Context: an optimization exercise on an open-source flow, tuned for small area and a short achievable clock period. The choices shown serve that exercise and are no tape-out recipe. The RTL was checked by simulation tests, not by an equivalence proof against the original design. Power and IR drop assume default switching activity.

==> flow/design.v (excerpt) <==
module fp_mul_top (
    input  logic        clk,
    input  logic        arst_n,
    input  logic        in_valid,
    input  logic [31:0] fp_x,
    input  logic [31:0] fp_y,
    input  logic [2:0]  r_mode,
    output logic        out_valid,
    output logic [31:0] fp_z,
    output logic        ovrf,
    output logic        udrf
);
Size: roughly 2800 cells after synthesis, roughly 110 I/O pins, ~0.023 mm^2 of cells after synthesis.
export LEC_CHECK = 0
export ABC_AREA = 1
export CAP_MARGIN = 20
export CORE_MARGIN = 2
export CORE_UTILIZATION = 40
export SLEW_MARGIN = 20
create_clock -name core_clock -period 8.5 [get_ports {clk}]
standard.sh (not shown) runs the stock make flow with config.mk's settings and CLKGATE_MAP_FILE= SYNTH_SCRIPT=/design/flow/synth_recipe.tcl, a recipe that flattens the netlist after the stock synthesis.
==> flow/flow/run.sh <==
#!/bin/bash
# The standard ORFS layout (standard.sh, with its standard synthesis) with
# these changes to how it is made:
#  - port buffers are buf_1 cells
#  - CTS runs with the arguments in flow/cts_args.txt (no dummy loads, smaller
#    clock buffers in smaller sink clusters)
#  - the platform's don't-use list is extended with the clock inverters
#    (flow/dont_use.txt), which repair otherwise sizes into weak low-power
#    variants on data paths
#  - the repair steps aim at a setup slack margin (flow/margin.txt) that stands
#    for a shorter clock period than the one signed off
# Each tool's output goes to flow_orfs.log and ORFS's own logs under orfs/logs.
set -euo pipefail
MARGIN=$(cat flow/margin.txt)
CTS_ARGS_FILE=$(cat flow/cts_args.txt)
DONT_USE=$(cat flow/dont_use.txt)
bash standard.sh \
  SETUP_SLACK_MARGIN="$MARGIN" \
  BUFFER_PORTS_ARGS="-buffer_cell sky130_fd_sc_hd__buf_1" \
  CTS_ARGS="$CTS_ARGS_FILE" \
  DONT_USE_CELLS="$DONT_USE" \
  finish > flow_orfs.log 2>&1
==> flow/flow/cts_args.txt <==
-sink_clustering_enable -repair_clock_nets -dont_use_dummy_load -buf_list {sky130_fd_sc_hd__clkbuf_4 sky130_fd_sc_hd__clkbuf_8} -sink_clustering_size 14 -sink_clustering_max_diameter 70
==> flow/flow/margin.txt <==
5.2
Other scripts of this flow, unchanged in this note and not shown: flow/flow/dont_use.txt
Then changed:
==> flow/flow/margin.txt (replaced) <==
5
--- a/flow/config.mk
+++ b/flow/config.mk
@@ -10,3 +10,4 @@
 export CORE_MARGIN = 2
-export CORE_UTILIZATION = 40
+export CORE_UTILIZATION = 55
+export PLACE_DENSITY = 0.7
 export SLEW_MARGIN = 20
The changed run finished with timing, DRC and antenna clean.
Via count falls slightly.
Non-clock buffer count falls by 70.
First-iteration DRC count rises by a few percent.
Worst setup slack gets worse by 0.21 ns.
Synthesized cell count stays the same.
Sequential share of layout area rises by 1.2 points.
Final area falls by a few percent.
Global-route usage rises by 9.2 points.
Sequential power stays flat.
Wire length falls by a few percent.
Then changed:
==> flow/flow/cts_args.txt (replaced) <==
-sink_clustering_enable -repair_clock_nets -dont_use_dummy_load -buf_list {sky130_fd_sc_hd__clkbuf_4 sky130_fd_sc_hd__clkbuf_8} -sink_clustering_size 18 -sink_clustering_max_diameter 85
==> flow/flow/margin.txt (replaced) <==
5.2
--- a/flow/config.mk
+++ b/flow/config.mk
@@ -10,4 +10,3 @@
 export CORE_MARGIN = 2
-export CORE_UTILIZATION = 55
-export PLACE_DENSITY = 0.7
+export CORE_UTILIZATION = 40
 export SLEW_MARGIN = 20
=>
- wire length went up by 6.5%
- final cell count rises by 8.5%
- count of clock-buffer cells in the layout drops by 6
- clock skew came out higher by 0.020 ns
- global-route usage shrinks by 8.8 points
- cell area goes up by 6.9%
Then changed:
==> flow/flow/cts_args.txt (replaced) <==
-sink_clustering_enable -repair_clock_nets -dont_use_dummy_load -buf_list {sky130_fd_sc_hd__clkbuf_4 sky130_fd_sc_hd__clkbuf_8} -sink_clustering_size 14 -sink_clustering_max_diameter 70
==> flow/flow/margin.txt (replaced) <==
5.35
- clock-buffer cell count came out higher by 4
- combinational power came out higher by about 2%
- via count is higher by about 1.1%
- final area grows by about 5%
- worst setup slack is better by 0.0080 ns
- wire length came out higher by 1.6%
- clock skew goes up by 0.013 ns
- first-iteration DRC count increases by about 2%
Then changed:
==> flow/flow/margin.txt (replaced) <==
4.8
After rerunning: Routed wire length falls by 6.0%; clock skew rises by 0.022 ns; area after synthesis stays the same.

========
Another version of the RTL of fp_mul_top (not shown whole).
For scale: roughly 2700 cells after synthesis, about 330 flip-flops, roughly 110 I/O pins, about 23000 sq um of cells after synthesis.
Settings: LEC_CHECK=0, ABC_AREA=1, CAP_MARGIN=20, CORE_MARGIN=2, CORE_UTILIZATION=40, SLEW_MARGIN=20; clock period 8.5 ns.
==> flow/flow/run.sh <==
#!/bin/bash
# The standard ORFS layout (standard.sh) with these changes to how it is made:
#  - synthesis is the standard script with Yosys's own pre-mapping ABC pass
#    skipped (synth -noabc), so the adder cells come out without inverters
#    between them; registers, flattening and renaming are unchanged
#  - port buffers are buf_1 cells
#  - CTS inserts no dummy loads
#  - the repair steps aim at a setup slack margin (flow/margin.txt) that stands
#    for a shorter clock period than the one signed off
# Each tool's output goes to flow_orfs.log and ORFS's own logs under orfs/logs.
set -euo pipefail
HERE=$(pwd)
MARGIN=$(cat flow/margin.txt)
bash standard.sh \
  SYNTH_SCRIPT="$HERE/flow/synth.tcl" \
  SETUP_SLACK_MARGIN="$MARGIN" \
  BUFFER_PORTS_ARGS="-buffer_cell sky130_fd_sc_hd__buf_1" \
  CTS_ARGS="-sink_clustering_enable -repair_clock_nets -dont_use_dummy_load" \
  finish > flow_orfs.log 2>&1
==> flow/flow/margin.txt <==
5
==> flow/flow/synth.tcl <==
proc synth {args} { yosys synth -nofsm -noshare -noabc {*}$args }
source $::env(SCRIPTS_DIR)/synth.tcl
# left out here: clear keep_hierarchy, flatten, clean up, hide names made inside functions, write 1_2_yosys.v
==> next run, changes <==
==> flow/run.sh (new file) <==
#!/bin/bash
# synth_recipe.tcl (not shown) runs the flow's synth.tcl, then flattens the netlist and writes it again
# the make line also repeats each setting of config.mk as NAME=value (left out here)
make -C /OpenROAD-flow-scripts/flow DESIGN_CONFIG=/design/flow/config.mk WORK_HOME=/design/flow/orfs CLKGATE_MAP_FILE= SYNTH_SCRIPT=/design/flow/synth_recipe.tcl finish
--- a/flow/config.mk
+++ b/flow/config.mk
@@ -11,2 +11,3 @@
 export CORE_UTILIZATION = 40
+export SETUP_SLACK_MARGIN = 5
 export SLEW_MARGIN = 20
removed: flow/flow/run.sh
removed: flow/flow/margin.txt
removed: flow/flow/synth.tcl
removed: flow/standard.sh
Result:
- The new run passed the timing, design-rule and antenna checks
- cell area increases by a few percent
- die area goes up slightly
- wire length decreases slightly
- critical path depth came out higher by 1
- hold slack gains 0.045 ns
- core utilization is higher by 1.7 points
- clock skew drops by 0.047 ns

========
fp_mul_top with an RTL version that a note above also has.
For scale: ~290 flip-flops, about 110 I/O pins.
## fp_mul_top
module fp_mul_top (
    input  logic        clk,
    input  logic        arst_n,
    input  logic        in_valid,
    input  logic [31:0] fp_x,
    input  logic [31:0] fp_y,
    input  logic [2:0]  r_mode,
    output logic        out_valid,
    output logic [31:0] fp_z,
    output logic        ovrf,
    output logic        udrf
);
==> flow/config.mk <==
export PLATFORM = sky130hd
export DESIGN_NAME = fp_mul_top
export DESIGN_NICKNAME = fp_mul_top
export VERILOG_FILES = /design/flow/design.v
export SDC_FILE = /design/flow/constraint.sdc
export NUM_CORES = 4
export LEC_CHECK = 0
export ABC_AREA = 1
export CAP_MARGIN = 20
export CORE_MARGIN = 2
export CORE_UTILIZATION = 40
export SLEW_MARGIN = 20
==> flow/constraint.sdc <==
create_clock -name core_clock -period 8.5 [get_ports {clk}]
set_input_delay 1.7000 -clock core_clock [delete_from_list [all_inputs] [get_ports {clk}]]
set_output_delay 1.7000 -clock core_clock [all_outputs]
set_load 0.01 [all_outputs]
==> flow/flow/run.sh <==
#!/bin/bash
# The standard ORFS layout (standard.sh, with its standard synthesis) with
# these changes to how it is made:
#  - port buffers are buf_1 cells
#  - CTS runs with the arguments in flow/cts_args.txt (no dummy loads, smaller
#    clock buffers in smaller sink clusters)
#  - the platform's don't-use list is extended with the clock inverters
#    (flow/dont_use.txt), which repair otherwise sizes into weak low-power
#    variants on data paths
#  - the repair steps aim at a setup slack margin (flow/margin.txt) that stands
#    for a shorter clock period than the one signed off
# Each tool's output goes to flow_orfs.log and ORFS's own logs under orfs/logs.
set -euo pipefail
MARGIN=$(cat flow/margin.txt)
CTS_ARGS_FILE=$(cat flow/cts_args.txt)
DONT_USE=$(cat flow/dont_use.txt)
bash standard.sh \
  SETUP_SLACK_MARGIN="$MARGIN" \
  BUFFER_PORTS_ARGS="-buffer_cell sky130_fd_sc_hd__buf_1" \
  CTS_ARGS="$CTS_ARGS_FILE" \
  DONT_USE_CELLS="$DONT_USE" \
  finish > flow_orfs.log 2>&1
Other scripts of this flow, unchanged in this note and not shown: flow/flow/cts_args.txt, flow/flow/dont_use.txt, flow/flow/margin.txt
Then changed:
Settings changed: TNS_END_PERCENT set to 10.
After rerunning: Die area stays the same. Via count is about the same. First-iteration DRC count is lower by about 0.45%. Count of clock-buffer cells in the layout does not change. Sequential share of layout area is about the same.

static timing again, ports no longer ideal:
In the flow no input, the clock included, has a driving cell. The finished layouts below were timed again as built, in two steps. Step 1 assumes that a clkbuf_16 drives the clock port and a buf_2 every other input. Step 2, shift: input delay + t, output delay - t, t = (earliest + latest rising clock arrival at the registers) / 2. This alone moves slack from input paths to output paths. Three values: no drivers, after step 1, after step 2; two values: the first two.
run | t (ns) | setup WS [ns] | latest minus earliest clock arrival (ns) | worst register clock-pin slew, ns | worst data-port slew with drivers (ns)
the first run of note 1 | 0.677 | 5.188 / 5.188 / 4.650 | 0.131 / 0.131 | 0.09 / 0.09 | 0.05
the second run of note 1 | 0.643 | 4.973 / 4.973 / 4.531 | 0.072 / 0.073 | 0.09 / 0.09 | 0.05
the third run of note 1 | 0.640 | 5.188 / 5.188 / 4.665 | 0.094 / 0.095 | 0.11 / 0.11 | 0.05
the fourth run of note 1 | 0.652 | 5.196 / 5.196 / 4.673 | 0.109 / 0.109 | 0.09 / 0.09 | 0.06
the fifth run of note 1 | 0.644 | 4.880 / 4.880 / 4.405 | 0.126 / 0.127 | 0.09 / 0.09 | 0.05
the first run of note 2 | 0.596 | 4.915 / 4.915 / 4.575 | 0.079 / 0.079 | 0.06 / 0.06 | 0.06
the second run of note 2 | 0.627 | 4.972 / 4.972 / 4.467 | 0.031 / 0.031 | 0.07 / 0.07 | 0.04
the first run of note 3 | 0.668 | 5.010 / 5.010 / 4.513 | 0.129 / 0.130 | 0.10 / 0.10 | 0.05
the second run of note 3 | 0.662 | 4.945 / 4.945 / 4.484 | 0.123 / 0.123 | 0.10 / 0.10 | 0.05
After both steps setup and hold are still met in every run listed. For the first run of note 1, which loses most, drivers alone change the setup slack by 0.000 ns; drivers and shift together by -0.538 ns.
